What follows belongs to an exercise in optimizing a design on an open flow for small area, a short achievable clock period and few clock cycles; a production flow would make more cautious choices. Only simulation tests tie the RTL to the original design; equivalence was not proved. The flow treats the clock pin as an ideal source, which a real chip does not have. No activity file was given, so power comes from the tool's default toggle rates.

==> flow/design.v <==
`timescale 1ns / 1ps
package stok_pkg;
    localparam int DefLineWidth   = 20;
    localparam int DefColumnWidth = 16;
    localparam int OutLineW       = 20;
    localparam int OutColW        = 16;
    localparam int QueueDepth     = 4;
    localparam int QueuePtrW      = $clog2(QueueDepth);
    localparam int NumKeywords    = 25;
    typedef enum logic [4:0] {
        M_IDLE, M_PEND, M_SHIFT, M_LCOMM, M_BCOMM, M_BSTAR, M_IDENT, M_ZERO,
        M_DEC, M_DOT, M_HEX, M_BIN, M_FRAC, M_EXPS, M_EXPD, M_STR, M_SESC,
        M_SHEX, M_COPEN, M_CESC, M_CHEX, M_CCLOSE, M_PRAGMA
    } t_lex_mode;
    localparam logic RK_TOKEN = 1'b0;
    localparam logic RK_TEXT  = 1'b1;
    localparam logic [6:0] TK_END     = 7'd0;
    localparam logic [6:0] TK_IDENT   = 7'd1;
    localparam logic [6:0] TK_INT     = 7'd2;
    localparam logic [6:0] TK_FLOAT   = 7'd3;
    localparam logic [6:0] TK_STR     = 7'd4;
    localparam logic [6:0] TK_CHAR    = 7'd5;
    localparam logic [6:0] TK_PRAGMA  = 7'd6;
    localparam logic [6:0] TK_ERROR   = 7'd7;
    localparam logic [6:0] TK_KW      = 7'd8;
    localparam logic [6:0] TK_LPAREN  = 7'd33;
    localparam logic [6:0] TK_RPAREN  = 7'd34;
    localparam logic [6:0] TK_LBRACE  = 7'd35;
    localparam logic [6:0] TK_RBRACE  = 7'd36;
    localparam logic [6:0] TK_LBRACK  = 7'd37;
    localparam logic [6:0] TK_RBRACK  = 7'd38;
    localparam logic [6:0] TK_COMMA   = 7'd39;
    localparam logic [6:0] TK_SEMI    = 7'd40;
    localparam logic [6:0] TK_COLON   = 7'd41;
    localparam logic [6:0] TK_DOT     = 7'd42;
    localparam logic [6:0] TK_QUEST   = 7'd43;
    localparam logic [6:0] TK_PLUS    = 7'd44;
    localparam logic [6:0] TK_INC     = 7'd45;
    localparam logic [6:0] TK_ADD_EQ  = 7'd46;
    localparam logic [6:0] TK_MINUS   = 7'd47;
    localparam logic [6:0] TK_ARROW   = 7'd48;
    localparam logic [6:0] TK_DECR    = 7'd49;
    localparam logic [6:0] TK_SUB_EQ  = 7'd50;
    localparam logic [6:0] TK_STAR    = 7'd51;
    localparam logic [6:0] TK_MUL_EQ  = 7'd52;
    localparam logic [6:0] TK_SLASH   = 7'd53;
    localparam logic [6:0] TK_DIV_EQ  = 7'd54;
    localparam logic [6:0] TK_PERCENT = 7'd55;
    localparam logic [6:0] TK_MOD_EQ  = 7'd56;
    localparam logic [6:0] TK_AMP     = 7'd57;
    localparam logic [6:0] TK_LAND    = 7'd58;
    localparam logic [6:0] TK_AND_EQ  = 7'd59;
    localparam logic [6:0] TK_PIPE    = 7'd60;
    localparam logic [6:0] TK_LOR     = 7'd61;
    localparam logic [6:0] TK_OR_EQ   = 7'd62;
    localparam logic [6:0] TK_CARET   = 7'd63;
    localparam logic [6:0] TK_XOR_EQ  = 7'd64;
    localparam logic [6:0] TK_TILDE   = 7'd65;
    localparam logic [6:0] TK_BANG    = 7'd66;
    localparam logic [6:0] TK_NE      = 7'd67;
    localparam logic [6:0] TK_LT      = 7'd68;
    localparam logic [6:0] TK_SHL     = 7'd69;
    localparam logic [6:0] TK_SHL_EQ  = 7'd70;
    localparam logic [6:0] TK_LE      = 7'd71;
    localparam logic [6:0] TK_GT      = 7'd72;
    localparam logic [6:0] TK_SHR     = 7'd73;
    localparam logic [6:0] TK_SHR_EQ  = 7'd74;
    localparam logic [6:0] TK_GE      = 7'd75;
    localparam logic [6:0] TK_ASSIGN  = 7'd76;
    localparam logic [6:0] TK_EQ      = 7'd77;
    function automatic logic is_alpha(input logic [7:0] c);
        is_alpha = (c >= "a" && c <= "z") || (c >= "A" && c <= "Z");
    endfunction
    function automatic logic is_digit(input logic [7:0] c);
        is_digit = c >= "0" && c <= "9";
    endfunction
    function automatic logic is_hex(input logic [7:0] c);
        is_hex = is_digit(c) || (c >= "a" && c <= "f") || (c >= "A" && c <= "F");
    endfunction
    function automatic logic [3:0] hex_val(input logic [7:0] c);
        logic [7:0] r;
        if (is_digit(c)) begin
            r = c - "0";
        end else if (c >= "a" && c <= "f") begin
            r = c - "a" + 8'd10;
        end else begin
            r = c - "A" + 8'd10;
        end
        hex_val = r[3:0];
    endfunction
    function automatic logic is_blank(input logic [7:0] c);
        is_blank = c == " " || c == 8'h09 || c == 8'h0D || c == 8'h0A;
    endfunction
    function automatic logic [6:0] op_now(input logic [7:0] c);
        logic [6:0] r;
        case (c)
            "(":     r = TK_LPAREN;
            ")":     r = TK_RPAREN;
            "{":     r = TK_LBRACE;
            "}":     r = TK_RBRACE;
            "[":     r = TK_LBRACK;
            "]":     r = TK_RBRACK;
            ",":     r = TK_COMMA;
            ";":     r = TK_SEMI;
            ":":     r = TK_COLON;
            ".":     r = TK_DOT;
            "?":     r = TK_QUEST;
            "~":     r = TK_TILDE;
            default: r = TK_END;
        endcase
        op_now = r;
    endfunction
    function automatic logic [6:0] op_alone(input logic [7:0] f);
        logic [6:0] r;
        case (f)
            "+":     r = TK_PLUS;
            "-":     r = TK_MINUS;
            "*":     r = TK_STAR;
            "/":     r = TK_SLASH;
            "%":     r = TK_PERCENT;
            "&":     r = TK_AMP;
            "|":     r = TK_PIPE;
            "^":     r = TK_CARET;
            "!":     r = TK_BANG;
            "<":     r = TK_LT;
            ">":     r = TK_GT;
            "=":     r = TK_ASSIGN;
            default: r = TK_END;
        endcase
        op_alone = r;
    endfunction
    function automatic logic [6:0] op_pair(input logic [7:0] f, input logic [7:0] b);
        logic [6:0] r;
        case (f)
            "+":     r = b == "+" ? TK_INC : b == "=" ? TK_ADD_EQ : TK_END;
            "-":     r = b == ">" ? TK_ARROW : b == "-" ? TK_DECR
                       : b == "=" ? TK_SUB_EQ : TK_END;
            "*":     r = b == "=" ? TK_MUL_EQ : TK_END;
            "/":     r = b == "=" ? TK_DIV_EQ : TK_END;
            "%":     r = b == "=" ? TK_MOD_EQ : TK_END;
            "&":     r = b == "&" ? TK_LAND : b == "=" ? TK_AND_EQ : TK_END;
            "|":     r = b == "|" ? TK_LOR : b == "=" ? TK_OR_EQ : TK_END;
            "^":     r = b == "=" ? TK_XOR_EQ : TK_END;
            "!":     r = b == "=" ? TK_NE : TK_END;
            "<":     r = b == "=" ? TK_LE : TK_END;
            ">":     r = b == "=" ? TK_GE : TK_END;
            "=":     r = b == "=" ? TK_EQ : TK_END;
            default: r = TK_END;
        endcase
        op_pair = r;
    endfunction
    function automatic logic [7:0] esc_code(input logic [7:0] e);
        logic [7:0] r;
        case (e)
            "n":     r = 8'h0A;
            "t":     r = 8'h09;
            "r":     r = 8'h0D;
            "0":     r = 8'h00;
            default: r = e;
        endcase
        esc_code = r;
    endfunction
endpackage
module stok_add #(
    parameter int W = 64
) (
    input  logic [W-1:0] i_a,
    input  logic [W-1:0] i_b,
    input  logic         i_ci,
    output logic [W:0]   o_s
);
    logic [W-1:0] p, g, gg, pp;
    always_comb begin
        p  = i_a ^ i_b;
        g  = i_a & i_b;
        gg = g;
        pp = p;
        gg[0] = g[0] | (p[0] & i_ci);
        for (int d = 1; d < W; d = d * 2) begin
            for (int i = 2 * d - 1; i < W; i = i + 2 * d) begin
                gg[i] = gg[i] | (pp[i] & gg[i - d]);
                pp[i] = pp[i] & pp[i - d];
            end
        end
        for (int d = W / 2; d >= 1; d = d / 2) begin
            for (int i = 3 * d - 1; i < W; i = i + 2 * d) begin
                gg[i] = gg[i] | (pp[i] & gg[i - d]);
                pp[i] = pp[i] & pp[i - d];
            end
        end
        o_s[0] = p[0] ^ i_ci;
        for (int i = 1; i < W; i = i + 1) o_s[i] = p[i] ^ gg[i - 1];
        o_s[W] = gg[W - 1];
    end
endmodule
`timescale 1ns / 1ps
module source_tokenizer_unit (
    input  logic        i_clk,
    input  logic        i_rst_n,
    input  logic        i_in_valid,
    input  logic [7:0]  i_src_byte,
    input  logic        i_end_of_input,
    output logic        o_in_stall,
    output logic        o_out_valid,
    output logic        o_result_kind,
    output logic [6:0]  o_token_kind,
    output logic [63:0] o_token_value,
    output logic [19:0] o_start_line,
    output logic [15:0] o_start_column,
    output logic        o_unterminated,
    output logic        o_last_of_run,
    input  logic        i_out_stall
);
    localparam logic [4:0] M_DOT2   = 5'd23;
    localparam logic [4:0] M_DOTTOK = 5'd24;
    logic       r_av, r_ae, r_sv, r_se;
    logic [7:0] r_ab, r_sb;
    logic [4:0]  r_mode;
    logic [19:0] r_tl, r_line;
    logic [15:0] r_tc, r_col;  
    logic        r_c1;         
    logic        r_tpend;    
    logic [63:0] r_acc;      
    logic        r_sat;      
    logic [24:0] r_kw;
    logic [3:0]  r_wl;
    logic        r_escd;
    logic        r_ov, r_ork, r_oun, r_olast, r_ovacc;
    logic [6:0]  r_otk;
    logic [7:0]  r_ovb;
    logic en, step, consume, a_free;
    assign en   = !(r_ov && i_out_stall);
    assign step = r_av && en;
    logic [7:0]  b;
    logic        eoi;
    logic [24:0] kw_first, kw_next;
    logic [6:0]  kind_now;
    assign b   = r_ab;
    assign eoi = r_ae;
    always_comb begin
        kw_first[0] = (b == "f");
        kw_first[1] = (b == "r");
        kw_first[2] = (b == "i");
        kw_first[3] = (b == "e");
        kw_first[4] = (b == "w");
        kw_first[5] = (b == "d");
        kw_first[6] = (b == "f");
        kw_first[7] = (b == "b");
        kw_first[8] = (b == "c");
        kw_first[9] = (b == "s");
        kw_first[10] = (b == "p");
        kw_first[11] = (b == "i");
        kw_first[12] = (b == "c");
        kw_first[13] = (b == "s");
        kw_first[14] = (b == "e");
        kw_first[15] = (b == "c");
        kw_first[16] = (b == "n");
        kw_first[17] = (b == "d");
        kw_first[18] = (b == "n");
        kw_first[19] = (b == "t");
        kw_first[20] = (b == "f");
        kw_first[21] = (b == "e");
        kw_first[22] = (b == "v");
        kw_first[23] = (b == "s");
        kw_first[24] = (b == "w");
        case (r_wl)
            4'd1: kw_next[0] = r_kw[0] && (b == "n");
            default: kw_next[0] = 1'b0;
        endcase
        case (r_wl)
            4'd1: kw_next[1] = r_kw[1] && (b == "e");
            4'd2: kw_next[1] = r_kw[1] && (b == "t");
            4'd3: kw_next[1] = r_kw[1] && (b == "u");
            4'd4: kw_next[1] = r_kw[1] && (b == "r");
            4'd5: kw_next[1] = r_kw[1] && (b == "n");
            default: kw_next[1] = 1'b0;
        endcase
        case (r_wl)
            4'd1: kw_next[2] = r_kw[2] && (b == "f");
            default: kw_next[2] = 1'b0;
        endcase
        case (r_wl)
            4'd1: kw_next[3] = r_kw[3] && (b == "l");
            4'd2: kw_next[3] = r_kw[3] && (b == "s");
            4'd3: kw_next[3] = r_kw[3] && (b == "e");
            default: kw_next[3] = 1'b0;
        endcase
        case (r_wl)
            4'd1: kw_next[4] = r_kw[4] && (b == "h");
            4'd2: kw_next[4] = r_kw[4] && (b == "i");
            4'd3: kw_next[4] = r_kw[4] && (b == "l");
            4'd4: kw_next[4] = r_kw[4] && (b == "e");
            default: kw_next[4] = 1'b0;
        endcase
        case (r_wl)
            4'd1: kw_next[5] = r_kw[5] && (b == "o");
            default: kw_next[5] = 1'b0;
        endcase
        case (r_wl)
            4'd1: kw_next[6] = r_kw[6] && (b == "o");
            4'd2: kw_next[6] = r_kw[6] && (b == "r");
            default: kw_next[6] = 1'b0;
        endcase
        case (r_wl)
            4'd1: kw_next[7] = r_kw[7] && (b == "r");
            4'd2: kw_next[7] = r_kw[7] && (b == "e");
            4'd3: kw_next[7] = r_kw[7] && (b == "a");
            4'd4: kw_next[7] = r_kw[7] && (b == "k");
            default: kw_next[7] = 1'b0;
        endcase
        case (r_wl)
            4'd1: kw_next[8] = r_kw[8] && (b == "o");
            4'd2: kw_next[8] = r_kw[8] && (b == "n");
            4'd3: kw_next[8] = r_kw[8] && (b == "t");
            4'd4: kw_next[8] = r_kw[8] && (b == "i");
            4'd5: kw_next[8] = r_kw[8] && (b == "n");
            4'd6: kw_next[8] = r_kw[8] && (b == "u");
            4'd7: kw_next[8] = r_kw[8] && (b == "e");
            default: kw_next[8] = 1'b0;
        endcase
        case (r_wl)
            4'd1: kw_next[9] = r_kw[9] && (b == "t");
            4'd2: kw_next[9] = r_kw[9] && (b == "r");
            4'd3: kw_next[9] = r_kw[9] && (b == "u");
            4'd4: kw_next[9] = r_kw[9] && (b == "c");
            4'd5: kw_next[9] = r_kw[9] && (b == "t");
            default: kw_next[9] = 1'b0;
        endcase
        case (r_wl)
            4'd1: kw_next[10] = r_kw[10] && (b == "r");
            4'd2: kw_next[10] = r_kw[10] && (b == "o");
            4'd3: kw_next[10] = r_kw[10] && (b == "t");
            4'd4: kw_next[10] = r_kw[10] && (b == "o");
            4'd5: kw_next[10] = r_kw[10] && (b == "c");
            4'd6: kw_next[10] = r_kw[10] && (b == "o");
            4'd7: kw_next[10] = r_kw[10] && (b == "l");
            default: kw_next[10] = 1'b0;
        endcase
        case (r_wl)
            4'd1: kw_next[11] = r_kw[11] && (b == "m");
            4'd2: kw_next[11] = r_kw[11] && (b == "p");
            4'd3: kw_next[11] = r_kw[11] && (b == "l");
            default: kw_next[11] = 1'b0;
        endcase
        case (r_wl)
            4'd1: kw_next[12] = r_kw[12] && (b == "o");
            4'd2: kw_next[12] = r_kw[12] && (b == "m");
            4'd3: kw_next[12] = r_kw[12] && (b == "p");
            4'd4: kw_next[12] = r_kw[12] && (b == "o");
            4'd5: kw_next[12] = r_kw[12] && (b == "n");
            4'd6: kw_next[12] = r_kw[12] && (b == "e");
            4'd7: kw_next[12] = r_kw[12] && (b == "n");
            4'd8: kw_next[12] = r_kw[12] && (b == "t");
            default: kw_next[12] = 1'b0;
        endcase
        case (r_wl)
            4'd1: kw_next[13] = r_kw[13] && (b == "y");
            4'd2: kw_next[13] = r_kw[13] && (b == "s");
            4'd3: kw_next[13] = r_kw[13] && (b == "t");
            4'd4: kw_next[13] = r_kw[13] && (b == "e");
            4'd5: kw_next[13] = r_kw[13] && (b == "m");
            default: kw_next[13] = 1'b0;
        endcase
        case (r_wl)
            4'd1: kw_next[14] = r_kw[14] && (b == "x");
            4'd2: kw_next[14] = r_kw[14] && (b == "t");
            4'd3: kw_next[14] = r_kw[14] && (b == "e");
            4'd4: kw_next[14] = r_kw[14] && (b == "r");
            4'd5: kw_next[14] = r_kw[14] && (b == "n");
            default: kw_next[14] = 1'b0;
        endcase
        case (r_wl)
            4'd1: kw_next[15] = r_kw[15] && (b == "o");
            4'd2: kw_next[15] = r_kw[15] && (b == "n");
            4'd3: kw_next[15] = r_kw[15] && (b == "s");
            4'd4: kw_next[15] = r_kw[15] && (b == "t");
            default: kw_next[15] = 1'b0;
        endcase
        case (r_wl)
            4'd1: kw_next[16] = r_kw[16] && (b == "e");
            4'd2: kw_next[16] = r_kw[16] && (b == "w");
            default: kw_next[16] = 1'b0;
        endcase
        case (r_wl)
            4'd1: kw_next[17] = r_kw[17] && (b == "e");
            4'd2: kw_next[17] = r_kw[17] && (b == "l");
            4'd3: kw_next[17] = r_kw[17] && (b == "e");
            4'd4: kw_next[17] = r_kw[17] && (b == "t");
            4'd5: kw_next[17] = r_kw[17] && (b == "e");
            default: kw_next[17] = 1'b0;
        endcase
        case (r_wl)
            4'd1: kw_next[18] = r_kw[18] && (b == "u");
            4'd2: kw_next[18] = r_kw[18] && (b == "l");
            4'd3: kw_next[18] = r_kw[18] && (b == "l");
            default: kw_next[18] = 1'b0;
        endcase
        case (r_wl)
            4'd1: kw_next[19] = r_kw[19] && (b == "r");
            4'd2: kw_next[19] = r_kw[19] && (b == "u");
            4'd3: kw_next[19] = r_kw[19] && (b == "e");
            default: kw_next[19] = 1'b0;
        endcase
        case (r_wl)
            4'd1: kw_next[20] = r_kw[20] && (b == "a");
            4'd2: kw_next[20] = r_kw[20] && (b == "l");
            4'd3: kw_next[20] = r_kw[20] && (b == "s");
            4'd4: kw_next[20] = r_kw[20] && (b == "e");
            default: kw_next[20] = 1'b0;
        endcase
        case (r_wl)
            4'd1: kw_next[21] = r_kw[21] && (b == "n");
            4'd2: kw_next[21] = r_kw[21] && (b == "t");
            default: kw_next[21] = 1'b0;
        endcase
        case (r_wl)
            4'd1: kw_next[22] = r_kw[22] && (b == "o");
            4'd2: kw_next[22] = r_kw[22] && (b == "i");
            4'd3: kw_next[22] = r_kw[22] && (b == "d");
            default: kw_next[22] = 1'b0;
        endcase
        case (r_wl)
            4'd1: kw_next[23] = r_kw[23] && (b == "i");
            4'd2: kw_next[23] = r_kw[23] && (b == "z");
            4'd3: kw_next[23] = r_kw[23] && (b == "e");
            4'd4: kw_next[23] = r_kw[23] && (b == "o");
            4'd5: kw_next[23] = r_kw[23] && (b == "f");
            default: kw_next[23] = 1'b0;
        endcase
        case (r_wl)
            4'd1: kw_next[24] = r_kw[24] && (b == "o");
            4'd2: kw_next[24] = r_kw[24] && (b == "r");
            4'd3: kw_next[24] = r_kw[24] && (b == "l");
            4'd4: kw_next[24] = r_kw[24] && (b == "d");
            default: kw_next[24] = 1'b0;
        endcase
        kind_now = 7'd0;
        kind_now = kind_now | ((r_kw[24] && r_wl == 4'd5) ? 7'd32 : 7'd0);
        kind_now = kind_now | ((r_kw[23] && r_wl == 4'd6) ? 7'd31 : 7'd0);
        kind_now = kind_now | ((r_kw[22] && r_wl == 4'd4) ? 7'd30 : 7'd0);
        kind_now = kind_now | ((r_kw[21] && r_wl == 4'd3) ? 7'd29 : 7'd0);
        kind_now = kind_now | ((r_kw[20] && r_wl == 4'd5) ? 7'd28 : 7'd0);
        kind_now = kind_now | ((r_kw[19] && r_wl == 4'd4) ? 7'd27 : 7'd0);
        kind_now = kind_now | ((r_kw[18] && r_wl == 4'd4) ? 7'd26 : 7'd0);
        kind_now = kind_now | ((r_kw[17] && r_wl == 4'd6) ? 7'd25 : 7'd0);
        kind_now = kind_now | ((r_kw[16] && r_wl == 4'd3) ? 7'd24 : 7'd0);
        kind_now = kind_now | ((r_kw[15] && r_wl == 4'd5) ? 7'd23 : 7'd0);
        kind_now = kind_now | ((r_kw[14] && r_wl == 4'd6) ? 7'd22 : 7'd0);
        kind_now = kind_now | ((r_kw[13] && r_wl == 4'd6) ? 7'd21 : 7'd0);
        kind_now = kind_now | ((r_kw[12] && r_wl == 4'd9) ? 7'd20 : 7'd0);
        kind_now = kind_now | ((r_kw[11] && r_wl == 4'd4) ? 7'd19 : 7'd0);
        kind_now = kind_now | ((r_kw[10] && r_wl == 4'd8) ? 7'd18 : 7'd0);
        kind_now = kind_now | ((r_kw[9] && r_wl == 4'd6) ? 7'd17 : 7'd0);
        kind_now = kind_now | ((r_kw[8] && r_wl == 4'd8) ? 7'd16 : 7'd0);
        kind_now = kind_now | ((r_kw[7] && r_wl == 4'd5) ? 7'd15 : 7'd0);
        kind_now = kind_now | ((r_kw[6] && r_wl == 4'd3) ? 7'd14 : 7'd0);
        kind_now = kind_now | ((r_kw[5] && r_wl == 4'd2) ? 7'd13 : 7'd0);
        kind_now = kind_now | ((r_kw[4] && r_wl == 4'd5) ? 7'd12 : 7'd0);
        kind_now = kind_now | ((r_kw[3] && r_wl == 4'd4) ? 7'd11 : 7'd0);
        kind_now = kind_now | ((r_kw[2] && r_wl == 4'd2) ? 7'd10 : 7'd0);
        kind_now = kind_now | ((r_kw[1] && r_wl == 4'd6) ? 7'd9 : 7'd0);
        kind_now = kind_now | ((r_kw[0] && r_wl == 4'd2) ? 7'd8 : 7'd0);
        if (kind_now == 7'd0) kind_now = stok_pkg::TK_IDENT;
    end
    logic c_blank, c_alpha, c_digit, c_hex, c_idch, c_zero_idle;
    logic [3:0] c_hv;
    logic [6:0] c_opnow, c_opal;
    always_comb begin
        c_blank = stok_pkg::is_blank(b);
        c_alpha = stok_pkg::is_alpha(b) || b == "_";
        c_digit = stok_pkg::is_digit(b);
        c_hex   = stok_pkg::is_hex(b);
        c_idch  = c_alpha || c_digit;
        c_hv    = b[6] ? b[3:0] + 4'd9 : b[3:0];
        c_opnow = stok_pkg::op_now(b);
        c_opal  = stok_pkg::op_alone(b);
        c_zero_idle = c_blank || b == "\"" || b == "'" || b == "#" || c_opal != stok_pkg::TK_END;
    end
    always_comb begin
        case ({r_acc[1:0], b[2:0]})
            5'd0: lo4 = 4'd0;
            5'd1: lo4 = 4'd1;
            5'd2: lo4 = 4'd2;
            5'd3: lo4 = 4'd3;
            5'd4: lo4 = 4'd4;
            5'd5: lo4 = 4'd5;
            5'd6: lo4 = 4'd6;
            5'd7: lo4 = 4'd7;
            5'd8: lo4 = 4'd2;
            5'd9: lo4 = 4'd3;
            5'd10: lo4 = 4'd4;
            5'd11: lo4 = 4'd5;
            5'd12: lo4 = 4'd6;
            5'd13: lo4 = 4'd7;
            5'd14: lo4 = 4'd8;
            5'd15: lo4 = 4'd9;
            5'd16: lo4 = 4'd4;
            5'd17: lo4 = 4'd5;
            5'd18: lo4 = 4'd6;
            5'd19: lo4 = 4'd7;
            5'd20: lo4 = 4'd8;
            5'd21: lo4 = 4'd9;
            5'd22: lo4 = 4'd10;
            5'd23: lo4 = 4'd11;
            5'd24: lo4 = 4'd6;
            5'd25: lo4 = 4'd7;
            5'd26: lo4 = 4'd8;
            5'd27: lo4 = 4'd9;
            5'd28: lo4 = 4'd10;
            5'd29: lo4 = 4'd11;
            5'd30: lo4 = 4'd12;
            5'd31: lo4 = 4'd13;
            default: lo4 = 4'd0;
        endcase
    end
    assign add_ci = b[3] | lo4[3];
    stok_add #(.W(64)) u_add (
        .i_a (r_acc),
        .i_b ({2'd0, r_acc[63:2]}),
        .i_ci(add_ci),
        .o_s (sum65)
    );
    logic [4:0]  s_mode;
    logic        s_done, s_emit, s_rk, s_un, s_last, s_vacc;
    logic [6:0]  s_tk;
    logic [7:0]  s_vb;
    logic [1:0]  s_tsel;    
    logic        s_tpend;
    logic [63:0] s_acc;
    logic        s_sat;
    logic [24:0] s_kw;
    logic [3:0]  s_wl;
    logic        s_escd;
    logic        s_eol;     
    logic [7:0]  f;
    logic [6:0]  k;
    logic [67:0] m;
    logic [3:0]  lo4;
    logic [64:0] sum65;
    logic        add_ci;
    logic [7:0]  e;
    logic        cl, cl_vacc, cl_un, tx;
    logic [6:0]  cl_tk;
    logic [7:0]  tx_v;
    always_comb begin
        s_mode  = r_mode;
        s_done  = 1'b1;
        s_emit  = 1'b0;
        s_rk    = stok_pkg::RK_TOKEN;
        s_tk    = stok_pkg::TK_END;
        s_un    = 1'b0;
        s_last  = 1'b1;
        s_vacc  = 1'b0;
        s_vb    = 8'd0;
        s_tsel  = r_tpend ? 2'd2 : 2'd0;
        s_tpend = 1'b0;
        s_acc   = r_acc;
        s_sat   = r_sat;
        s_kw    = r_kw;
        s_wl    = r_wl;
        s_escd  = r_escd;
        s_eol   = 1'b0;
        f       = r_acc[7:0];
        k       = stok_pkg::TK_END;
        m       = 68'd0;
        e       = 8'd0;
        cl      = 1'b0;
        cl_tk   = stok_pkg::TK_END;
        cl_vacc = 1'b0;
        cl_un   = 1'b0;
        tx      = 1'b0;
        tx_v    = 8'd0;
        case (r_mode)
            stok_pkg::M_IDLE, stok_pkg::M_LCOMM, stok_pkg::M_BCOMM, stok_pkg::M_BSTAR: begin
                if (r_mode == stok_pkg::M_IDLE) s_tsel = 2'd1;
                if (eoi) begin
                    s_tsel = 2'd1;
                    s_emit = 1'b1; s_tk = stok_pkg::TK_END; s_mode = stok_pkg::M_IDLE; s_eol = 1'b1;
                end else if (r_mode == stok_pkg::M_LCOMM) begin
                    if (b == 8'h0A) s_mode = stok_pkg::M_IDLE;
                end else if (r_mode == stok_pkg::M_BCOMM) begin
                    if (b == "*") s_mode = stok_pkg::M_BSTAR;
                end else if (r_mode == stok_pkg::M_BSTAR) begin
                    if (b == "/") s_mode = stok_pkg::M_IDLE;
                    else if (b != "*") s_mode = stok_pkg::M_BCOMM;
                end else if (c_blank) begin
                    s_mode = stok_pkg::M_IDLE;
                end else if (c_alpha) begin
                    s_mode = stok_pkg::M_IDENT;
                    s_kw = kw_first;
                    s_wl = 4'd1;
                    begin tx = 1'b1; tx_v = b; end
                end else if (c_digit) begin
                    s_acc = {60'd0, b[3:0]};
                    s_sat = 1'b0;
                    s_mode = (b == "0") ? stok_pkg::M_ZERO : stok_pkg::M_DEC;
                    begin tx = 1'b1; tx_v = b; end
                end else if (b == "\"") begin
                    s_mode = stok_pkg::M_STR;
                end else if (b == "'") begin
                    s_mode = stok_pkg::M_COPEN;
                end else if (b == "#") begin
                    s_mode = stok_pkg::M_PRAGMA;
                end else if (c_opnow != stok_pkg::TK_END) begin
                    s_emit = 1'b1; s_tk = c_opnow;
                end else if (c_opal != stok_pkg::TK_END) begin
                    s_acc[7:0] = b;
                    s_mode = stok_pkg::M_PEND;
                end else begin
                    s_emit = 1'b1; s_tk = stok_pkg::TK_ERROR; s_vb = b; s_un = 1'b1;
                end
            end
            stok_pkg::M_PEND: begin
                k = stok_pkg::op_pair(f, b);
                if (eoi) begin
                    begin cl = 1'b1; cl_tk = stok_pkg::op_alone(f); cl_vacc = 1'b0; cl_un = 1'b0; end
                end else if (f == "/" && b == "/") begin
                    s_mode = stok_pkg::M_LCOMM;
                end else if (f == "/" && b == "*") begin
                    s_mode = stok_pkg::M_BCOMM;
                end else if ((f == "<" || f == ">") && b == f) begin
                    s_mode = stok_pkg::M_SHIFT;
                end else if (k != stok_pkg::TK_END) begin
                    s_emit = 1'b1; s_tk = k; s_mode = stok_pkg::M_IDLE;
                end else begin
                    begin cl = 1'b1; cl_tk = stok_pkg::op_alone(f); cl_vacc = 1'b0; cl_un = 1'b0; end
                end
            end
            stok_pkg::M_SHIFT: begin
                if (!eoi && b == "=") begin
                    s_emit = 1'b1; s_tk = (f == "<") ? stok_pkg::TK_SHL_EQ : stok_pkg::TK_SHR_EQ; s_mode = stok_pkg::M_IDLE;
                end else begin
                    begin cl = 1'b1; cl_tk = (f == "<") ? stok_pkg::TK_SHL : stok_pkg::TK_SHR; cl_vacc = 1'b0; cl_un = 1'b0; end
                end
            end
            stok_pkg::M_IDENT: begin
                if (!eoi && c_idch) begin
                    s_kw = kw_next;
                    s_wl = s_wl + 4'd1;
                    begin tx = 1'b1; tx_v = b; end
                end else begin
                    begin cl = 1'b1; cl_tk = kind_now; cl_vacc = 1'b0; cl_un = 1'b0; end
                end
            end
            stok_pkg::M_ZERO, stok_pkg::M_DEC: begin
                m = {sum65, lo4[2:0]};
                if (eoi) begin
                    begin cl = 1'b1; cl_tk = stok_pkg::TK_INT; cl_vacc = 1'b1; cl_un = 1'b0; end
                end else if (r_mode == stok_pkg::M_ZERO && (b == "x" || b == "X")) begin
                    s_mode = stok_pkg::M_HEX;
                    begin tx = 1'b1; tx_v = b; end
                end else if (r_mode == stok_pkg::M_ZERO && (b == "b" || b == "B")) begin
                    s_mode = stok_pkg::M_BIN;
                    begin tx = 1'b1; tx_v = b; end
                end else if (c_digit) begin
                    s_mode = stok_pkg::M_DEC;
                    s_acc = m[63:0];
                    s_sat = r_sat || m[67:64] != 4'd0;
                    begin tx = 1'b1; tx_v = b; end
                end else if (b == ".") begin
                    s_mode = stok_pkg::M_DOT;
                end else if (b == "e" || b == "E") begin
                    s_mode = stok_pkg::M_EXPS;
                    begin tx = 1'b1; tx_v = b; end
                end else begin
                    begin cl = 1'b1; cl_tk = stok_pkg::TK_INT; cl_vacc = 1'b1; cl_un = 1'b0; end
                end
            end
            stok_pkg::M_DOT: begin
                if (!eoi && c_digit) begin
                    begin tx = 1'b1; tx_v = 8'h2E; end
                    s_last = 1'b0;
                    s_done = 1'b0;
                    s_mode = M_DOT2;
                end else begin
                    s_emit = 1'b1; s_tk = stok_pkg::TK_INT; s_vacc = 1'b1; s_last = 1'b0;
                    s_done = 1'b0;
                    s_mode = M_DOTTOK;
                end
            end
            M_DOT2: begin
                begin tx = 1'b1; tx_v = b; end
                s_mode = stok_pkg::M_FRAC;
            end
            M_DOTTOK: begin
                s_tsel = 2'd2;
                begin cl = 1'b1; cl_tk = stok_pkg::TK_DOT; cl_vacc = 1'b0; cl_un = 1'b0; end
            end
            stok_pkg::M_HEX: begin
                if (!eoi && c_hex) begin
                    s_sat = r_sat || r_acc[63:60] != 4'd0;
                    s_acc = {r_acc[59:0], c_hv};
                    begin tx = 1'b1; tx_v = b; end
                end else begin
                    begin cl = 1'b1; cl_tk = stok_pkg::TK_INT; cl_vacc = 1'b1; cl_un = 1'b0; end
                end
            end
            stok_pkg::M_BIN: begin
                if (!eoi && (b == "0" || b == "1")) begin
                    s_sat = r_sat || r_acc[63];
                    s_acc = {r_acc[62:0], b[0]};
                    begin tx = 1'b1; tx_v = b; end
                end else begin
                    begin cl = 1'b1; cl_tk = stok_pkg::TK_INT; cl_vacc = 1'b1; cl_un = 1'b0; end
                end
            end
            stok_pkg::M_FRAC, stok_pkg::M_EXPS, stok_pkg::M_EXPD: begin
                if (!eoi && c_digit) begin
                    if (r_mode == stok_pkg::M_EXPS) s_mode = stok_pkg::M_EXPD;
                    begin tx = 1'b1; tx_v = b; end
                end else if (!eoi && r_mode == stok_pkg::M_FRAC && (b == "e" || b == "E")) begin
                    s_mode = stok_pkg::M_EXPS;
                    begin tx = 1'b1; tx_v = b; end
                end else if (!eoi && r_mode == stok_pkg::M_EXPS && (b == "+" || b == "-")) begin
                    s_mode = stok_pkg::M_EXPD;
                    begin tx = 1'b1; tx_v = b; end
                end else begin
                    begin cl = 1'b1; cl_tk = stok_pkg::TK_FLOAT; cl_vacc = 1'b0; cl_un = 1'b0; end
                end
            end
            stok_pkg::M_STR: begin
                if (eoi) begin
                    begin cl = 1'b1; cl_tk = stok_pkg::TK_STR; cl_vacc = 1'b0; cl_un = 1'b1; end
                end else if (b == "\"") begin
                    s_emit = 1'b1; s_tk = stok_pkg::TK_STR; s_mode = stok_pkg::M_IDLE;
                end else if (b == "\\") begin
                    s_mode = stok_pkg::M_SESC;
                end else begin
                    begin tx = 1'b1; tx_v = b; end
                end
            end
            stok_pkg::M_SESC: begin
                if (eoi) begin
                    begin cl = 1'b1; cl_tk = stok_pkg::TK_STR; cl_vacc = 1'b0; cl_un = 1'b1; end
                end else if (b == "x") begin
                    s_acc = 64'd0;
                    s_sat = 1'b0;
                    s_escd = 1'b0;
                    s_mode = stok_pkg::M_SHEX;
                end else begin
                    begin tx = 1'b1; tx_v = stok_pkg::esc_code(b); end
                    s_mode = stok_pkg::M_STR;
                end
            end
            stok_pkg::M_SHEX: begin
                e = {r_acc[3:0], c_hv};
                if (!eoi && c_hex) begin
                    s_acc = {r_acc[59:0], c_hv};
                    s_escd = 1'b1;
                    if (r_escd) begin
                        s_emit = 1'b1; s_rk = stok_pkg::RK_TEXT; s_vacc = 1'b1;
                        s_mode = stok_pkg::M_STR;
                    end
                end else begin
                    s_emit = 1'b1; s_rk = stok_pkg::RK_TEXT; s_vacc = 1'b1;
                    if (!eoi && b == "\\") begin
                        s_mode = stok_pkg::M_SESC;
                    end else begin
                        s_mode = stok_pkg::M_STR;
                        s_done = 1'b0;
                        s_last = 1'b0;
                    end
                end
            end
            stok_pkg::M_COPEN, stok_pkg::M_CESC: begin
                if (eoi) begin
                    begin cl = 1'b1; cl_tk = stok_pkg::TK_CHAR; cl_vacc = 1'b0; cl_un = 1'b1; end
                end else if (r_mode == stok_pkg::M_COPEN && b == "\\") begin
                    s_mode = stok_pkg::M_CESC;
                end else if (r_mode == stok_pkg::M_CESC && b == "x") begin
                    s_acc = 64'd0;
                    s_sat = 1'b0;
                    s_escd = 1'b0;
                    s_mode = stok_pkg::M_CHEX;
                end else begin
                    s_acc = {56'd0, (r_mode == stok_pkg::M_CESC) ? stok_pkg::esc_code(b) : b};
                    s_sat = 1'b0;
                    s_mode = stok_pkg::M_CCLOSE;
                end
            end
            stok_pkg::M_CHEX: begin
                e = {r_acc[3:0], c_hv};
                if (!eoi && c_hex) begin
                    s_acc = {r_acc[59:0], c_hv};
                    s_escd = 1'b1;
                    if (r_escd) s_mode = stok_pkg::M_CCLOSE;
                end else if (!eoi && b == "'") begin
                    s_emit = 1'b1; s_tk = stok_pkg::TK_CHAR; s_vacc = 1'b1; s_mode = stok_pkg::M_IDLE;
                end else begin
                    begin cl = 1'b1; cl_tk = stok_pkg::TK_CHAR; cl_vacc = 1'b1; cl_un = 1'b1; end
                end
            end
            stok_pkg::M_CCLOSE: begin
                if (!eoi && b == "'") begin
                    s_emit = 1'b1; s_tk = stok_pkg::TK_CHAR; s_vacc = 1'b1; s_mode = stok_pkg::M_IDLE;
                end else begin
                    begin cl = 1'b1; cl_tk = stok_pkg::TK_CHAR; cl_vacc = 1'b1; cl_un = 1'b1; end
                end
            end
            stok_pkg::M_PRAGMA: begin
                if (eoi) begin
                    begin cl = 1'b1; cl_tk = stok_pkg::TK_PRAGMA; cl_vacc = 1'b0; cl_un = 1'b0; end
                end else if (b == 8'h0A) begin
                    s_emit = 1'b1; s_tk = stok_pkg::TK_PRAGMA; s_mode = stok_pkg::M_IDLE;
                end else begin
                    begin tx = 1'b1; tx_v = b; end
                end
            end
            default: begin
                s_mode = stok_pkg::M_IDLE;
                s_done = 1'b0;
            end
        endcase
        if (tx) begin
            s_emit = 1'b1; s_rk = stok_pkg::RK_TEXT; s_tk = stok_pkg::TK_END; s_vb = tx_v;
        end
        if (cl) begin
            s_emit = 1'b1; s_rk = stok_pkg::RK_TOKEN; s_tk = cl_tk; s_vacc = cl_vacc;
            s_un = cl_un; s_mode = stok_pkg::M_IDLE;
            if (eoi) begin
                s_done = 1'b0; s_last = 1'b0;
            end else begin
                s_last = c_zero_idle;
                if (c_blank) begin
                    s_done = 1'b1;
                end else if (b == "\"") begin
                    s_done = 1'b1; s_mode = stok_pkg::M_STR; s_tpend = 1'b1;
                end else if (b == "'") begin
                    s_done = 1'b1; s_mode = stok_pkg::M_COPEN; s_tpend = 1'b1;
                end else if (b == "#") begin
                    s_done = 1'b1; s_mode = stok_pkg::M_PRAGMA; s_tpend = 1'b1;
                end else if (c_opal != stok_pkg::TK_END && !cl_vacc) begin
                    s_done = 1'b1; s_mode = stok_pkg::M_PEND; s_tpend = 1'b1;
                    s_acc[7:0] = b;
                end else begin
                    s_done = 1'b0;
                end
            end
        end
    end
    logic [15:0] ccol, col_inc;
    logic [19:0] line_inc;
    always_comb begin
        for (int i = 0; i < 16; i = i + 1) col_inc[i] = r_col[i] ^ (&(r_col | ~((16'd1 << i) - 16'd1)));
        for (int i = 0; i < 20; i = i + 1) line_inc[i] = r_line[i] ^ (&(r_line | ~((20'd1 << i) - 20'd1)));
        ccol = r_c1 ? 16'd1 : ((&r_col) ? r_col : col_inc);
    end
    assign consume = step && s_done;
    assign a_free  = !r_av || (s_done && !r_ov) || (s_done && !i_out_stall);
    always_ff @(posedge i_clk) begin
        if (!i_rst_n) begin
            r_av <= 1'b0;
            r_sv <= 1'b0;
        end else begin
            if (a_free) r_av <= r_sv || i_in_valid;
            r_sv <= !a_free && (r_sv || i_in_valid);
        end
    end
    always_ff @(posedge i_clk) begin
        if (!r_sv) begin
            r_sb <= i_src_byte;
            r_se <= i_end_of_input;
        end
        if (a_free) begin
            r_ab <= r_sv ? r_sb : i_src_byte;
            r_ae <= r_sv ? r_se : i_end_of_input;
        end
    end
    assign o_in_stall = r_sv;
    always_ff @(posedge i_clk) begin
        if (!i_rst_n) begin
            r_mode  <= stok_pkg::M_IDLE;
            r_line  <= 20'd1;
            r_c1    <= 1'b1;
            r_tpend <= 1'b0;
            r_ov    <= 1'b0;
        end else if (en) begin
            r_ov <= step && s_emit;
            if (step) begin
                r_mode  <= s_mode;
                r_tpend <= s_tpend;
                if (s_done) begin
                    r_col <= ccol;
                    r_c1  <= s_eol || b == 8'h0A;
                    if (s_eol) begin
                        r_line <= 20'd1;
                    end else if (b == 8'h0A && !(&r_line)) begin
                        r_line <= line_inc;
                    end
                end
            end
        end
    end
    always_ff @(posedge i_clk) begin
        if (step) begin
            r_acc  <= s_acc;
            r_sat  <= s_sat;
            r_kw   <= s_kw;
            r_wl   <= s_wl;
            r_escd <= s_escd;
            case (s_tsel)
                2'd1: begin r_tl <= r_line; r_tc <= ccol; end
                2'd2: begin r_tl <= r_line; r_tc <= r_col; end
                default: ;
            endcase
            r_ork   <= s_rk;
            r_otk   <= s_tk;
            r_oun   <= s_un;
            r_olast <= s_last;
            r_ovacc <= s_vacc;
            r_ovb   <= s_vb;
        end
    end
    assign o_out_valid    = r_ov;
    assign o_result_kind  = r_ork;
    assign o_token_kind   = r_otk;
    assign o_token_value  = r_ovacc ? (r_acc | {64{r_sat}}) : {56'd0, r_ovb};
    assign o_start_line   = r_tl;
    assign o_start_column = r_tc;
    assign o_unterminated = r_oun;
    assign o_last_of_run  = r_olast;
endmodule
==> flow/flow/run.sh <==
#!/bin/bash
# Layout: the standard flow, with one extra step after placement that
# resizes and buffers the placed netlist for more setup slack than the
# standard flow asks for (the clock and constraints are unchanged).
set -euo pipefail
HERE=$(pwd)
bash standard.sh synth floorplan place > "$HERE/log_std_place.txt" 2>&1
RES=$HERE/orfs/results/$FLOW_PLATFORM/source_tokenizer_unit/base
cp "$RES/3_place.odb" "$HERE/3_place_std.odb"
RES="$RES" openroad -no_splash -exit "$HERE/flow/opt_place.tcl" > "$HERE/log_opt_place.txt" 2>&1
bash standard.sh > "$HERE/log_std_finish.txt" 2>&1
==> flow/flow/opt_place.tcl <==
# Extra setup repair on the placed design, then legalise and write it back.
set res $::env(RES)
set plat $::env(FLOW_HOME)/platforms/$::env(FLOW_PLATFORM)
read_liberty $plat/lib/sky130_fd_sc_hd__tt_025C_1v80.lib
read_db $res/3_place.odb
read_sdc $res/3_place.sdc
source $plat/setRC.tcl
set_dont_use {sky130_fd_sc_hd__probe_p_8 sky130_fd_sc_hd__probec_p_8 sky130_fd_sc_hd__lpflow_*}
estimate_parasitics -placement
report_worst_slack -max
report_design_area
set margin 8.0
if { [info exists ::env(OPT_MARGIN)] } { set margin $::env(OPT_MARGIN) }
repair_design
repair_timing -setup -setup_margin $margin -skip_gate_cloning -verbose
detailed_placement
check_placement -verbose
estimate_parasitics -placement
report_worst_slack -max
report_design_area
write_db $res/3_place.odb
==> flow/standard.sh <==
#!/bin/bash
# synth_recipe.tcl (not shown) runs the flow's synth.tcl, then flattens the netlist and writes it again
# the make line also repeats each setting of config.mk as NAME=value (left out here)
make -C /OpenROAD-flow-scripts/flow DESIGN_CONFIG=/design/flow/config.mk WORK_HOME=/design/flow/orfs CLKGATE_MAP_FILE= SYNTH_SCRIPT=/design/flow/synth_recipe.tcl "${@:-finish}"
==> flow/config.mk <==
export PLATFORM = sky130hd
export DESIGN_NAME = source_tokenizer_unit
export DESIGN_NICKNAME = source_tokenizer_unit
export VERILOG_FILES = /design/flow/design.v
export SDC_FILE = /design/flow/constraint.sdc
export NUM_CORES = 4
export LEC_CHECK = 0
export CAP_MARGIN = 20
export CORE_MARGIN = 2
export CORE_UTILIZATION = 40
export SLEW_MARGIN = 20
==> flow/constraint.sdc <==
create_clock -name core_clock -period 12.0 [get_ports {i_clk}]
set_input_delay 2.4000 -clock core_clock [delete_from_list [all_inputs] [get_ports {i_clk}]]
set_output_delay 2.4000 -clock core_clock [all_outputs]
set_load 0.01 [all_outputs]
==> impl_metrics.toml, run 1 <==
[setup_path]
criticalPathCategory = "flip-flop to output port"
r2r_setup_slack_ns = 7.43
start_kind = "flip-flop"
required_ns = 9.60
critPathCaptureType = "output port"
critPathMaxFanout = 72
crit_start = "r_ovacc$_DFFE_PP_"
reg2reg_depth = 21
cp-endpoint = "o_token_value[5]"
r2r_start = "r_ab[1]$_DFFE_PP_"
r2r-end = "r_sat$_SDFFCE_PN0P_"
cp.arrival_ns = 2.19

[pwr]
p_int_uw = 2100
swShare_pct = 40.6
seq_power_share_pct = 29.1
p_sw_uw = 1440
power.leakage_uw = 0.00805
combPwrFrac_pct = 47.6
pwr-share-clk_pct = 23.4
powerDensity_mw_per_mm2 = 164
vdd_drop_max_mv = 0.117

[timing]
tightest_slew_ns = 1.07
setup_ws_ns = 7.41
finalClockSkew_ns = 0.0156
fmaxAchievable_ghz = 0.218
rsz0062_at_grt = "false"
slew_headroom_pct = 28.1
setup_viol = 0
hold_violations = 0
slew_violations = 0
hold_ws_ns = 0.471
period_needed_ns = 4.59
period_share_pct = 38.3
setup_tns_ns = 0

[synth]
synth_edf_count = 175
synth_cell_types = 108
ys.warnings.count = 2
synth_nets = 2121
synth-main-ff-cell = "edfxtp_1"
syn-cell-area_sq_mm = 0.0178
synth_area_per_cell_sq_um = 8.92
synth_seq_cells = 214
async_flop_share_pct = 0
synth_cells = 1992
ys_seq_area_share_pct = 34.0

[place]
routabilityCongestion = 0.966
place_ws_ns = 6.39
dpl.cell_count = 2599
dp_hpwl_um = 44200
portBuffers = 124

[clocking]
clk_latency_ns = 0.56
cts_max_level = 1
clock_path_buffers = 3
ctsHoldBuffers = 0
post_cts_buffers = 0
tritoncts = "built"
cts_buffers = 26
clk_pin_slew_ns = 0.06
cts_resized = 0
root_buffer = "clkbuf_16"
cts.sinks = 214

[routing]
routed_wl_um = 64700
routed_via_density = 6.42
first_pass_iters = 8
post_drt_wl_per_cell_um = 23.7
drc = 0
first_iter_violations = 2088
drt.antenna.violating_nets = 0
vias = 17486

[final_layout]
mostFrequentLayoutCells = "177 x nor2_1, 175 x edfxtp_1, 158 x nand2_1, 123 x clkdlybuf4s50_1, 100 x o21ai_0"
areaGrowthSynthToFinish_pct = 21.9
final_layout_size_suffix_gt1_share_pct = 13.5
nets = 2242
diodes = 0
mostFrequentLayoutCell = "nor2_1"
finalNonFillerCells = 2725

[floorplanning]
core-area_sq_mm = 0.0440
io_pins = 125
die_h_um = 215
die_area_sq_mm = 0.0461
die_x_um = 215
initial_core_util_pct = 40.4
rows = 77

[hold_path]
hold_path_class = "flip-flop to flip-flop"

[run]
drv_cap = 0

[grt]
grt_first_pass_wirelength_um = 101000
antenna_found_initial = 1
first_global_vias = 17036
grt_max_degree = 73
grt.total_usage_pct = 27.4
grt-ovfl-total = 0

[status]
status = "finished clean"
## layer usage
| layer | part of all wire [%] | vias up | global-route usage, % |
|---|---|---|---|
| li1 | - | 7908 | - |
| met1 | 42 | 8516 | 36.5 |
| met2 | 45 | 892 | 43.9 |
| met3 | 8.2 | 170 | 4.47 |
| met4 | 4.6 | 0 | 12.1 |
| met5 | 0 | - | 0 |
## cell usage after synthesis (all sizes together), types with 17 or more instances
| cell type | count | area (sq um) |
|---|---|---|
| a211oi | 17 | 133 |
| a21o | 23 | 173 |
| a21oi | 103 | 519 |
| a221o | 27 | 270 |
| a222oi | 25 | 250 |
| a22oi | 23 | 173 |
| a31oi | 18 | 119 |
| and2 | 29 | 181 |
| and3 | 31 | 199 |
| buf | 33 | 203 |
| clkbuf | 109 | 409 |
| dfxtp | 39 | 781 |
| edfxtp | 175 | 5260 |
| fa | 32 | 641 |
| ha | 84 | 1050 |
| inv | 66 | 248 |
| nand2 | 163 | 612 |
| nand2b | 29 | 181 |
| nand3 | 77 | 385 |
| nand3b | 20 | 150 |
| nand4 | 24 | 150 |
| nor2 | 184 | 698 |
| nor3 | 48 | 245 |
| nor4 | 22 | 138 |
| o211ai | 23 | 188 |
| o21a | 62 | 467 |
| o21ai | 122 | 611 |
| o22ai | 23 | 144 |
| o311ai | 24 | 218 |
| o31ai | 30 | 239 |
| xnor2 | 40 | 350 |
## state kept, by name, indices dropped and copies added (netlist names), 7 cells and up
signal / count
r_ab: 8
r_acc: 64
r_col: 16
r_kw: 25
r_line: 20
r_otk: 7
r_ovb: 8
r_sb: 8
r_tc: 16
r_tl: 20
## kinds of logic after synthesis
group                      after synthesis  synth area share, %
adders and majority gates              116                 9.52
buffers and inverters                  210                 4.88
AOI/OAI and AO/OA                      640                 26.1
DFF                                    214                 34.0
xor gates and xnor gates                56                 2.76
muxes                                   25                 1.50
and+or+nand+nor                        731                 21.3
## worst min-delay path by stage
stage                      startpoint                    to  slack, ns  cells after the start
6_report              r_sb[3]$_DFF_P_       r_sb[3]$_DFF_P_       0.47                      1
2_1_floorplan  r_line[3]$_SDFFE_PN0P_     r_tl[3]$_DFFE_PP_       0.43                      0
3_5_place_dp     r_tpend$_SDFFE_PN0P_  r_tpend$_SDFFE_PN0P_       0.46                      2
4_1_cts          r_tpend$_SDFFE_PN0P_  r_tpend$_SDFFE_PN0P_       0.47                      2
3_3_place_gp   r_line[5]$_SDFFE_PN0P_     r_tl[5]$_DFFE_PP_       0.45                      0
5_1_grt        r_line[9]$_SDFFE_PN0P_     r_tl[9]$_DFFE_PP_       0.48                      0
## critical path, stage by stage (launching register included)
cell and delay, ns:
edfxtp_1 0.37, buf_12 0.27, nor2_1 0.09, a21oi_1 0.26, clkdlybuf4s50_1 0.59
## power by group through the flow
stage / clock, uW / combinational [uW] / sequential [uW]
final: 828 / 1690 / 1030
after global placement: 0 / 1400 / 1080
after global routing: 867 / 1800 / 1040
after floorplan: 0 / 944 / 1040
after CTS: 841 / 1650 / 1030
after detailed placement: 0 / 1410 / 1080
## final cells by class
| class | count | area (sq um) |
|---|---|---|
| clock inverters | 11 | 118 |
| inverters | 68 | 269 |
| well taps | 592 | 741 |
| flip-flops and latches | 214 | 6040 |
| fillers | 4175 | 22400 |
| clock buffers | 37 | 774 |
| repair buffers | 235 | 2460 |
| multi-input cells | 1568 | 11300 |
## stage by stage
step	total power (uW)	cell area, sq um	util (%)
CTS	3520	21700	49.2
finish	3540	21700	49.2
global placement	2480	19400	44.1
global route	3710	21700	49.2
floorplan	1980	17800	-
detailed placement	2490	19400	44.1
Testbench counts, summed over its fixed seeds: cycles 24,942.
==> run 2: changes to the inputs <==
==> flow/flow/run.sh (replaced) <==
#!/bin/bash
# Layout: the standard flow, with an extra setup repair after placement
# and after clock tree synthesis that resizes and buffers the netlist for more
# setup slack than the standard flow asks for. The clock, the constraints and
# the registers are unchanged.
set -euo pipefail
HERE=$(pwd)
RES=$HERE/orfs/results/$FLOW_PLATFORM/source_tokenizer_unit/base
bash standard.sh synth floorplan place > "$HERE/log_std_place.txt" 2>&1
STAGE=3_place RES="$RES" openroad -no_splash -exit "$HERE/flow/opt.tcl" > "$HERE/log_opt_place.txt" 2>&1
bash standard.sh cts > "$HERE/log_std_cts.txt" 2>&1
STAGE=4_cts RES="$RES" openroad -no_splash -exit "$HERE/flow/opt.tcl" > "$HERE/log_opt_cts.txt" 2>&1
bash standard.sh > "$HERE/log_std_finish.txt" 2>&1
==> flow/flow/opt.tcl (new file) <==
# Extra setup repair on a placed (or clock-tree) stage's design, then legalise
# and write it back over the stage's result.
set res $::env(RES)
set stage $::env(STAGE)
set plat $::env(FLOW_HOME)/platforms/$::env(FLOW_PLATFORM)
read_liberty $plat/lib/sky130_fd_sc_hd__tt_025C_1v80.lib
read_db $res/$stage.odb
read_sdc $res/$stage.sdc
source $plat/setRC.tcl
set_dont_use {sky130_fd_sc_hd__probe_p_8 sky130_fd_sc_hd__probec_p_8 sky130_fd_sc_hd__lpflow_*}
if { $stage == "4_cts" } {
  set_propagated_clock [all_clocks]
}
estimate_parasitics -placement
report_worst_slack -max
report_worst_slack -min
report_design_area
set margin 8.5
if { [info exists ::env(OPT_MARGIN)] } { set margin $::env(OPT_MARGIN) }
repair_design
repair_timing -setup -setup_margin $margin -skip_gate_cloning -verbose
if { $stage == "4_cts" } {
  repair_timing -hold -hold_margin 0.1 -verbose
}
detailed_placement
check_placement -verbose
estimate_parasitics -placement
report_worst_slack -max
report_worst_slack -min
report_design_area
report_checks -path_delay max -format full_clock_expanded -digits 3
write_db $res/$stage.odb
removed: flow/flow/opt_place.tcl
==> run 2 against run 1 <==
Against the previous run:
- largest cell class unchanged
- still clean on timing, DRC and antenna
- register-to-register slack gained 0.12 ns
- global-route usage up 2.4 points
- total power up 6.9%
==> impl_metrics.toml, run 2 <==
[final_layout]
final_layout_size_suffix_gt1_share_pct = 26.5
top_regs = "r_acc (64), r_kw (25)"
largest_reg_flops = 64
mostFrequentLayoutCell = "edfxtp_1"
finalNonFillerCells = 2840
diodes = 0
mostFrequentLayoutCells = "175 x edfxtp_1, 173 x nor2_1, 156 x nand2_1, 132 x buf_4, 95 x o21ai_0"
areaGrowthSynthToFinish_pct = 31.0
regMostFlops = "r_acc"
nets = 2357

[clocking]
root_buffer = "clkbuf_16"
cts.sinks = 214
clk_pin_slew_ns = 0.06
post_cts_buffers = 0
cts_resized = 0
clk_latency_ns = 0.56
cts_max_level = 1
tritoncts = "built"
ctsHoldBuffers = 0
clock_path_buffers = 3
cts_buffers = 26

[synth]
async_flop_share_pct = 0
synth_commonest_cells = "181 x nor2_1, 175 x edfxtp_1, 163 x nand2_1"
synth.most_common_cell = "nor2_1"
yosysTopAreaCellShare_pct = 29.6
synth.area.top_cells = "edfxtp_1 30%, ha_1 5.9%, dfxtp_1 4.4%, nor2_1 3.8%, fa_1 3.6%"
synth_edf_count = 175
synth_seq_cells = 214
synth_nets = 2121
ys.warnings.count = 2
synth_cell_types = 108
synth_area_per_cell_sq_um = 8.92
ys_seq_area_share_pct = 34.0
syn-cell-area_sq_mm = 0.0178
synth_cells = 1992
yosysTopAreaCell = "edfxtp_1"
synth-main-ff-cell = "edfxtp_1"

[floorplanning]
die_area_sq_mm = 0.0461
die_h_um = 215
die_x_um = 215
initial_core_util_pct = 40.4
core-area_sq_mm = 0.0440
io_pins = 125
rows = 77

[routing]
vias = 18383
first_pass_iters = 9
drc = 0
drt.antenna.violating_nets = 0
first_iter_violations = 2262
routed_via_density = 6.47
post_drt_wl_per_cell_um = 24.7
routed_wl_um = 70300

[pwr]
powerDensity_mw_per_mm2 = 163
power_uw = 3790
swShare_pct = 42.0
pwr-share-clk_pct = 20.9
vdd_drop_max_mv = 0.119
p_int_uw = 2200
combPwrFrac_pct = 52.0
power.leakage_uw = 0.00901
seq_power_share_pct = 27.1
p_sw_uw = 1590

[timing]
finalClockSkew_ns = 0.0137
slew_violations = 0
slew_headroom_pct = 26.6
setup_viol = 0
period_share_pct = 37.1
setup_tns_ns = 0
rsz0062_at_grt = "false"
setup_ws_ns = 7.55
hold_violations = 0
fmaxAchievable_ghz = 0.225
tightest_slew_ns = 1.09
period_needed_ns = 4.45

[setup_path]
start_kind = "flip-flop"
critPathCaptureType = "flip-flop"
required_ns = 12.31
criticalPathCategory = "flip-flop to flip-flop"
critPathMaxFanout = 5
cp.arrival_ns = 4.75

[place]
portBuffers = 124
place_ws_ns = 6.39
routabilityCongestion = 0.966
dpl.cell_count = 2599
dp_hpwl_um = 44200

[grt]
antenna_found_initial = 0
grt_max_degree = 66
grt_first_pass_wirelength_um = 109000
grt-ovfl-total = 0
first_global_vias = 18153
grt.total_usage_pct = 29.8

[run]
drv_cap = 0

[hold_path]
hold_path_class = "flip-flop to flip-flop"

[status]
status = "finished clean"
## run 2: per-stage QoR
step | instance area (sq um) | utilization [%] | hold slack [ns]
after global placement | 19400 | 44.1 | 0.447
final | 23300 | 52.9 | 0.469
after global routing | 23300 | 52.9 | 0.491
after floorplan | 17800 | - | 0.430
after detailed placement | 19400 | 44.1 | 0.459
after CTS | 23000 | 52.3 | 0.471
## run 2: power groups by stage
stage | sequential [uW] | clock [uW] | combinational (uW)
after CTS | 1030 | 805 | 1850
after detailed placement | 1080 | 0 | 1410
final | 1030 | 792 | 1970
after floorplan | 1040 | 0 | 944
after global routing | 1040 | 832 | 2080
after global placement | 1080 | 0 | 1400
## run 2: cell families (layout without fill, tap and decap cells)
group / count (synthesis) / count (layout) / share of synthesized area, %
flip-flops: 214 / 214 / 34.0
adder cells (fa/ha/maj): 116 / 116 / 9.52
XOR/XNOR: 56 / 56 / 2.76
multiplexers: 25 / 25 / 1.50
AND/OR/NAND/NOR: 731 / 731 / 21.3
buffers and inverters: 210 / 466 / 4.88
AO/OA/AOI/OAI: 640 / 640 / 26.1
## run 2: final timing paths
kind                                   startpoint                   to  slack (ns)  cells past startpoint
worst max register to register  r_ab[1]$_DFFE_PP_  r_sat$_SDFFCE_PN0P_        7.55                     20
worst min-delay path              r_sb[3]$_DFF_P_      r_sb[3]$_DFF_P_        0.47                      1
worst min register to register    r_sb[3]$_DFF_P_      r_sb[3]$_DFF_P_        0.47                      1
worst max-delay path            r_ab[1]$_DFFE_PP_  r_sat$_SDFFCE_PN0P_        7.55                     20
## run 2: final cells by class
class | count | area, sq um
clock buffer | 35 | 747
clock inverter | 13 | 100
tap | 592 | 741
inverter | 68 | 275
timing repair buffer | 350 | 3340
sequential | 214 | 6040
multi-input combinational | 1568 | 12000
fill | 4028 | 20700
## run 2: layer usage
layer | vias to the layer above | GRT usage [%] | part of all wire (%)
met1 | 8946 | 38.5 | 40
met5 | - | 0 | 0
li1 | 8150 | - | -
met2 | 1047 | 48.4 | 46
met4 | 0 | 14.4 | 5.6
met3 | 240 | 5.01 | 8.7
## run 2: worst max-delay path, cell delays in order (launching register included)
cell	delay, ns
edfxtp_1	0.45
buf_4	0.20
ha_4	0.17
a21oi_1	0.07
o221a_2	0.24
fa_2	0.35
fa_2	0.37
nand2b_4	0.16
a21oi_4	0.13
o211ai_1	0.12
and2_1	0.21
a2111o_1	0.36
o211a_1	0.15
o21ba_4	0.21
nor2b_4	0.12
fa_2	0.34
xnor2_1	0.13
nor2_1	0.11
nand3_1	0.08
o21ai_1	0.14
o21ai_1	0.08
==> run 3: changes to the inputs <==
--- a/flow/design.v
+++ b/flow/design.v
@@ -170,12 +170,12 @@
     output logic [W:0]   o_s
 );
     logic [W-1:0] p, g, gg, pp;
+    logic [W:0]   c;
     always_comb begin
         p  = i_a ^ i_b;
         g  = i_a & i_b;
         gg = g;
         pp = p;
-        gg[0] = g[0] | (p[0] & i_ci);
         for (int d = 1; d < W; d = d * 2) begin
             for (int i = 2 * d - 1; i < W; i = i + 2 * d) begin
                 gg[i] = gg[i] | (pp[i] & gg[i - d]);
@@ -188,9 +188,10 @@
                 pp[i] = pp[i] & pp[i - d];
             end
         end
-        o_s[0] = p[0] ^ i_ci;
-        for (int i = 1; i < W; i = i + 1) o_s[i] = p[i] ^ gg[i - 1];
-        o_s[W] = gg[W - 1];
+        c[0] = i_ci;
+        for (int i = 0; i < W; i = i + 1) c[i + 1] = gg[i] | (pp[i] & i_ci);
+        for (int i = 0; i < W; i = i + 1) o_s[i] = p[i] ^ c[i];
+        o_s[W] = c[W];
     end
 endmodule
 `timescale 1ns / 1ps
--- a/flow/flow/opt.tcl
+++ b/flow/flow/opt.tcl
@@ -1,5 +1,6 @@
 # Extra setup repair on a placed (or clock-tree) stage's design, then legalise
-# and write it back over the stage's result.
+# and write it back over the stage's result. The repair aims a little above the
+# worst slack each round, so it works only on the paths that set the period.
 set res $::env(RES)
 set stage $::env(STAGE)
 set plat $::env(FLOW_HOME)/platforms/$::env(FLOW_PLATFORM)
@@ -15,12 +16,24 @@
 report_worst_slack -max
 report_worst_slack -min
 report_design_area
-set margin 8.5
-if { [info exists ::env(OPT_MARGIN)] } { set margin $::env(OPT_MARGIN) }
+set step 0.25
+if { [info exists ::env(OPT_STEP)] } { set step $::env(OPT_STEP) }
+set rounds 10
+if { [info exists ::env(OPT_ROUNDS)] } { set rounds $::env(OPT_ROUNDS) }
 repair_design
-repair_timing -setup -setup_margin $margin -skip_gate_cloning -verbose
+set ws [sta::time_sta_ui [sta::worst_slack_cmd max]]
+for { set i 0 } { $i < $rounds } { incr i } {
+  set target [expr { $ws + $step }]
+  puts "round $i: worst slack $ws, aiming at $target"
+  repair_timing -setup -setup_margin $target -skip_gate_cloning
+  set nws [sta::time_sta_ui [sta::worst_slack_cmd max]]
+  if { $nws < $ws + 0.03 } {
+    break
+  }
+  set ws $nws
+}
 if { $stage == "4_cts" } {
-  repair_timing -hold -hold_margin 0.1 -verbose
+  repair_timing -hold -hold_margin 0.1
 }
 detailed_placement
 check_placement -verbose
==> run 3 against run 2 <==
Against the previous run:
- count of clock-buffer cells in the layout is the same
- highest routed layer unchanged
- sequential power increased by 17%
- non-clock buffer count fell by 119
- die area down 4.3%
- final area down 12%
- critical path depth is 15 lower
- still clean
- clock power rose by 3.4%
- synthesized cell count is 0.35% higher
- clock skew grew 0.013 ns
==> impl_metrics.toml, run 3 <==
[timing]
slew_violations = 0
setup_ws_ns = 7.77
setup_tns_ns = 0
rsz0062_at_grt = "false"
finalClockSkew_ns = 0.0268
tightest_slew_ns = 1.01
hold_violations = 0
setup_viol = 0
slew_headroom_pct = 32.2
fmaxAchievable_ghz = 0.236
period_share_pct = 35.3
period_needed_ns = 4.23

[hold_path]
hold_path_class = "flip-flop to flip-flop"

[routing]
first_iter_violations = 1849
drt.antenna.violating_nets = 0
post_drt_wl_per_cell_um = 23.7
first_pass_iters = 6
vias = 17294
routed_wl_um = 63700
drc = 0
routed_via_density = 6.44

[grt]
grt.total_usage_pct = 28.3
grt-ovfl-total = 0
antenna_found_initial = 0
grt_max_degree = 66
first_global_vias = 16787
grt_first_pass_wirelength_um = 99000

[pwr]
seq_power_share_pct = 27.3
pwr-share-clk_pct = 18.7
power.leakage_uw = 0.00793
p_int_uw = 2430
combPwrFrac_pct = 54.0
vdd_drop_max_mv = 0.143
swShare_pct = 44.5
p_sw_uw = 1950
powerDensity_mw_per_mm2 = 213
power_uw = 4390

[final_layout]
ff_latch_area_sq_mm = 0.00604
fin_util_pct = 49.1
top_regs = "r_acc (64), r_kw (25)"
final_layout_size_suffix_gt1_share_pct = 13.1
regMostFlops = "r_acc"
diodes = 0
mostFrequentLayoutCells = "191 x nor2_1, 188 x nand2_1, 175 x edfxtp_1, 167 x o21ai_0, 129 x a21oi_1"
fillCellCount = 4028
nets = 2225
areaGrowthSynthToFinish_pct = 21.0
largest_reg_flops = 64
mostFrequentLayoutCell = "nor2_1"
multi_input_area_sq_mm = 0.0106
finalNonFillerCells = 2686

[setup_path]
cp.arrival_ns = 1.83
critPathMaxFanout = 32
cp-endpoint = "o_token_value[16]"
criticalPathCategory = "flip-flop to output port"
r2r_setup_slack_ns = 7.86
required_ns = 9.60
crit_start = "r_sat$_SDFFCE_PN0P_"
critPathCaptureType = "output port"
r2r-end = "r_acc[4]$_DFFE_PP_"
start_kind = "flip-flop"
r2r_start = "r_mode[1]$_SDFFE_PN0P_"
reg2reg_depth = 10

[synth]
ys.warnings.count = 2
synth.most_common_cell = "nor2_1"
yosysTopAreaCell = "edfxtp_1"
synth_area_per_cell_sq_um = 8.51
ys_seq_area_share_pct = 35.5
synth.area.top_cells = "edfxtp_1 31%, ha_1 6.3%, o21ai_0 5.0%, dfxtp_1 4.6%, nor2_1 4.5%"
synth_seq_cells = 214
synth_cells = 1999
async_flop_share_pct = 0
synth-main-ff-cell = "edfxtp_1"
syn-cell-area_sq_mm = 0.0170
synth_nets = 2098
synth_commonest_cells = "203 x nor2_1, 193 x nand2_1, 175 x edfxtp_1"
synth_edf_count = 175
synth_cell_types = 92
yosysTopAreaCellShare_pct = 30.9

[status]
status = "finished clean"

[clocking]
post_cts_buffers = 0
ctsHoldBuffers = 0
tritoncts = "built"
cts_resized = 0
root_buffer = "clkbuf_16"
clk_pin_slew_ns = 0.06
cts_buffers = 27
clock_path_buffers = 3
cts.sinks = 214
cts_max_level = 1
clk_latency_ns = 0.58

[place]
portBuffers = 124
place_ws_ns = 6.55
routabilityCongestion = 0.990
dpl.cell_count = 2554
dp_hpwl_um = 43400

[floorplanning]
die_x_um = 210
die_h_um = 210
initial_core_util_pct = 40.5
rows = 75
core-area_sq_mm = 0.0419
io_pins = 125
die_area_sq_mm = 0.0442

[run]
drv_cap = 0
==> run 3: changes by cell type in the layout (fill, tap and decap cells not counted), sizes merged, moves of 30 or more <==
cell,delta
buf,-133
clkbuf,-61
a21oi,+31
a22oi,+44
nand2,+30
o21ai,+55
fa,-31
clkdlybuf4s50,+48
inv,-34
==> run 3: how the worst min path moves through the flow <==
stage,from,end,slack [ns],depth (start not counted)
after floorplan,r_line[19]$_SDFFE_PN0P_,r_tl[19]$_DFFE_PP_,0.42,0
after detailed placement,r_line[1]$_SDFFE_PN0P_,r_tl[1]$_DFFE_PP_,0.46,0
after global placement,r_line[1]$_SDFFE_PN0P_,r_tl[1]$_DFFE_PP_,0.45,0
after CTS,r_sb[4]$_DFF_P_,r_sb[4]$_DFF_P_,0.48,1
after global routing,r_sb[6]$_DFF_P_,r_sb[6]$_DFF_P_,0.50,1
final,r_line[1]$_SDFFE_PN0P_,r_tl[1]$_DFFE_PP_,0.47,0
==> run 3: power groups by stage <==
stage | Clock (uW) | Combinational (uW) | Sequential [uW]
6_report | 819 | 2370 | 1200
5_1_grt | 863 | 2550 | 1220
4_1_cts | 835 | 2330 | 1190
3_5_place_dp | 0 | 2010 | 1280
3_3_place_gp | 0 | 1990 | 1270
2_1_floorplan | 0 | 1400 | 1160
==> run 3: area by class of cell <==
type / instances / area share (%)
repair buffers: 231 / 10.9
inverters: 31 / 0.584
clock inverters: 15 / 0.517
well taps: 539 / 3.28
clock buffers: 35 / 3.88
flip-flops and latches: 214 / 29.4
multi-input cells: 1621 / 51.5
==> run 3: routing by layer <==
layer,vias up,part of all wire (%),wire length [um],GRT usage [%]
met5,-,0,0,0
met1,8382,41,26200,37.3
met2,865,47,29900,46.8
met4,0,4.3,2770,11.6
li1,7891,-,-,-
met3,156,7.5,4800,4.07
==> run 3: cell families after synthesis <==
group | Yosys count | share of synthesized area, %
buffers and inverters | 164 | 3.85
and+or+nand+nor | 753 | 22.3
xor gates and xnor gates | 70 | 3.61
muxes | 26 | 1.61
DFF | 214 | 35.5
adders and majority gates | 86 | 6.37
AOI/OAI and AO/OA | 686 | 26.8
==> run 3: stage by stage <==
step	hold slack, ns	instance area, sq um
final	0.470	20600
after global routing	0.498	20600
after CTS	0.476	20600
after detailed placement	0.462	18600
after global placement	0.455	18600
after floorplan	0.423	17000
==> run 3: worst max-delay path, stage by stage, from the launching register on <==
cell and delay (ns):
edfxtp_1 0.42, buf_12 0.15, buf_4 0.14, buf_16 0.16, o21a_1 0.20, dlymetal6s2s_1 0.17
Testbench counts of run 3, summed over its fixed seeds: cycles 24,942.

## separate check: timing with driven ports
The results above use ideal ports. As a check the final layouts listed here were re-extracted and re-timed, cells and wires unchanged.
Step 1 sets driving cells, clkbuf_16 on the clock port and buf_2 on the other inputs (assumed; they add their load-dependent delay and slew).
Step 2 also shifts input and output timing later by t, the mid clock arrival at the registers, as if the neighbouring blocks saw the same clock.
Slacks: ideal ports / drivers / drivers and shift; pairs: ideal ports / drivers.
| run | shift t [ns] | setup slack, ns | hold WS [ns] | latest minus earliest clock arrival (ns) | worst slew at a driven data input, ns |
|---|---|---|---|---|---|
| run 1 | 0.609 | 7.410 / 7.353 / 7.427 | 0.471 / 0.471 / 0.471 | 0.016 / 0.015 | 0.05 |
| run 2 | 0.618 | 7.554 / 7.554 / 7.554 | 0.469 / 0.469 / 0.469 | 0.013 / 0.014 | 0.06 |
| run 3 | 0.623 | 7.768 / 7.710 / 7.822 | 0.470 / 0.470 / 0.470 | 0.027 / 0.027 | 0.05 |
After both steps every run listed still meets setup and hold.
